This is an optimization exercise on Yosys and OpenROAD, whose aim is small area, a short achievable clock period and few clock cycles per item, not a production implementation.
Where RTL was checked, it was by simulation tests only, not by an equivalence proof against the original.
Power figures rest on the tool's default switching activity, not on a simulated workload.

Design mul_fu, start of the top module:
module mul_fu (
    input  logic         i_clk,
    input  logic         i_rst,
    input  logic         i_flush,
    input  logic         issue_valid,
    output logic         issue_ready,
    input  logic [1:0]   mul_op,
    input  logic [31:0]  rs1_v,
    input  logic [31:0]  rs2_v,
    input  logic [5:0]   pd_s,
    input  logic [3:0]   rob_num,
    input  logic [31:0]  instr_pc,
    input  logic [271:0] rvfi_in,
    output logic         fu_done,
    output logic [380:0] fu_data,
    input  logic         ack
);
    logic         r_valid;
    logic         w_load;
    logic [5:0]   r_pd_s;
    logic [3:0]   r_rob_num;
    logic [31:0]  r_instr_pc;
    logic [175:0] r_rvfi_hi;    
    logic [63:0]  r_rvfi_lo;    
    logic [31:0]  w_result;
    assign w_load      = ~r_valid | ack;
    assign issue_ready = w_load;
    assign fu_done     = r_valid;
    always_ff @(posedge i_clk) begin
        if (i_rst | i_flush) r_valid <= 1'b0;
        else if (w_load) r_valid <= issue_valid;
    end
    always_ff @(posedge i_clk) begin
        if (w_load) begin
            r_pd_s     <= pd_s;
            r_rob_num  <= rob_num;
            r_instr_pc <= instr_pc;
            r_rvfi_hi  <= rvfi_in[271:96];
            r_rvfi_lo  <= rvfi_in[63:0];
        end
    end
    mul_datapath u_dp (
        .i_clk    (i_clk),
        .i_en     (w_load),
        .i_op     (mul_op),
        .i_rs1    (rs1_v),
        .i_rs2    (rs2_v),
        .o_result (w_result)
    );
  ...
Size: roughly 3900 cells after synthesis, about 450 flip-flops, about 770 I/O pins.
clock: 9.0 ns
lec_check: 0
abc_area: 1
cap_margin: 20
core_margin: 2
core_utilization: 60
cts_buf_list: sky130_fd_sc_hd__clkbuf_4 sky130_fd_sc_hd__clkbuf_8
setup_slack_margin: 4
slew_margin: 20
synth_hierarchical: 1
standard.sh (not shown) runs the stock make flow with config.mk's settings and CLKGATE_MAP_FILE= SYNTH_SCRIPT=/design/flow/synth_recipe.tcl, a recipe that flattens the netlist after the stock synthesis.
==> flow/flow/run.sh <==
#!/bin/bash
# The standard layout (the standard.sh, standard synthesis included), with
# the port buffers that global placement inserts made plain buf_1 cells instead
# of the delay cell the resizer picks by default. Every port still gets one.
set -euo pipefail
export BUFFER_PORTS_ARGS="-buffer_cell sky130_fd_sc_hd__buf_1"
bash standard.sh > standard_flow.log 2>&1
Testbench counts at the start, summed over its fixed seeds: cycles 2,056, ops 2,048.
Rerun with:
Settings changed: SETUP_SLACK_MARGIN 4 to 3.4.
Cell count goes down by 3.4%; maximum frequency is lower by 6.3%; final area shrinks by 10%; die area stays the same; combinational power is lower by 23%; total power decreases by 18%; setup slack loses 0.35 ns; first-iteration DRC count came out lower by 18%; hold slack improved by 0.12 ns; clock skew goes down by 0.0074 ns; clock-buffer cell count rose by 1.
Rerun with:
Settings changed: SETUP_SLACK_MARGIN 3.4 to 3.7.
Clock skew is lower by 0.016 ns.
Hold slack loses 0.11 ns.
Synthesized cell count stays the same.
Critical path depth went up by 2.
Register-to-register slack gains 0.06 ns.
Design area rose by about 2.6%.
Routed wire length increases by about 1.6%.
Area after synthesis is unchanged.
Power is higher by 6.1%.

========
== the reference run ==
Another version of the RTL of mul_fu (not shown whole).
Size: roughly 3,900 cells after synthesis, about 410 flip-flops, ~770 I/O pins.
Settings: LEC_CHECK=0, ABC_AREA=1, CAP_MARGIN=20, CORE_MARGIN=2, CORE_UTILIZATION=60, CTS_BUF_LIST=sky130_fd_sc_hd__clkbuf_4 sky130_fd_sc_hd__clkbuf_8, SETUP_SLACK_MARGIN=4, SLEW_MARGIN=20, SYNTH_HIERARCHICAL=1; clock period 9.0 ns.
Scripts as last shown in full above: flow/flow/run.sh
For the trial run, these inputs were changed with respect to the reference run:
- CORE_UTILIZATION changed from 60 to 70
- PLACE_DENSITY newly set to 0.72
Notes after the runs:
The trial run vs the reference run: post-placement cell count down by a few percent. Comparing the trial run with the reference run, the synthesized-area fraction occupied by xor and xnor cells came out essentially unchanged. Compared with the reference run, in the trial run buffer levels on the longest clock path did not really move, vertical extent of the die down 19 microns. Looking at count of buffers added by post-CTS timing repair for setup, the trial run sits 28 above the reference run. Diff the reference run..the trial run | post-synthesis sequential area ratio | unchanged. Seen in the log of the trial run: GRT-0116 during 5_1_grt, after which the run never completed. Overall die width down 19 microns in the trial run wrt the reference run.
Function was not checked in any run of this note: the RTL went through the layout flow alone.

[re-timing with driven ports]
In the flow no input, the clock included, has a driving cell. The finished layouts below were timed again as built, in two steps.
Step 1 (the two cells are an assumption about what drives the block):
set clk [get_ports {i_clk}]
set_driving_cell -lib_cell sky130_fd_sc_hd__clkbuf_16 $clk
set_driving_cell -lib_cell sky130_fd_sc_hd__buf_2 [delete_from_list [all_inputs] $clk]
Step 2 also shifts input and output timing later by t, the mid clock arrival at the registers, as if the neighbouring blocks saw the same clock.
Three values: no drivers, after step 1, after step 2; two values: the first two.
run | shift t [ns] | setup WS [ns] | slew at the worst register clock pin (ns)
the first run of note 1 | 0.764 | 3.739 / 3.673 / 3.138 | 0.07 / 0.07
the second run of note 1 | 0.742 | 3.385 / 3.387 / 2.655 | 0.08 / 0.08
the third run of note 1 | 0.758 | 3.714 / 3.684 / 2.970 | 0.07 / 0.07
the reference run | 0.742 | 3.429 / 3.458 / 2.716 | 0.07 / 0.07
After both steps every run listed still meets setup and hold. For the third run of note 1, which loses most, drivers alone change the setup slack by -0.030 ns; drivers and shift together by -0.744 ns.
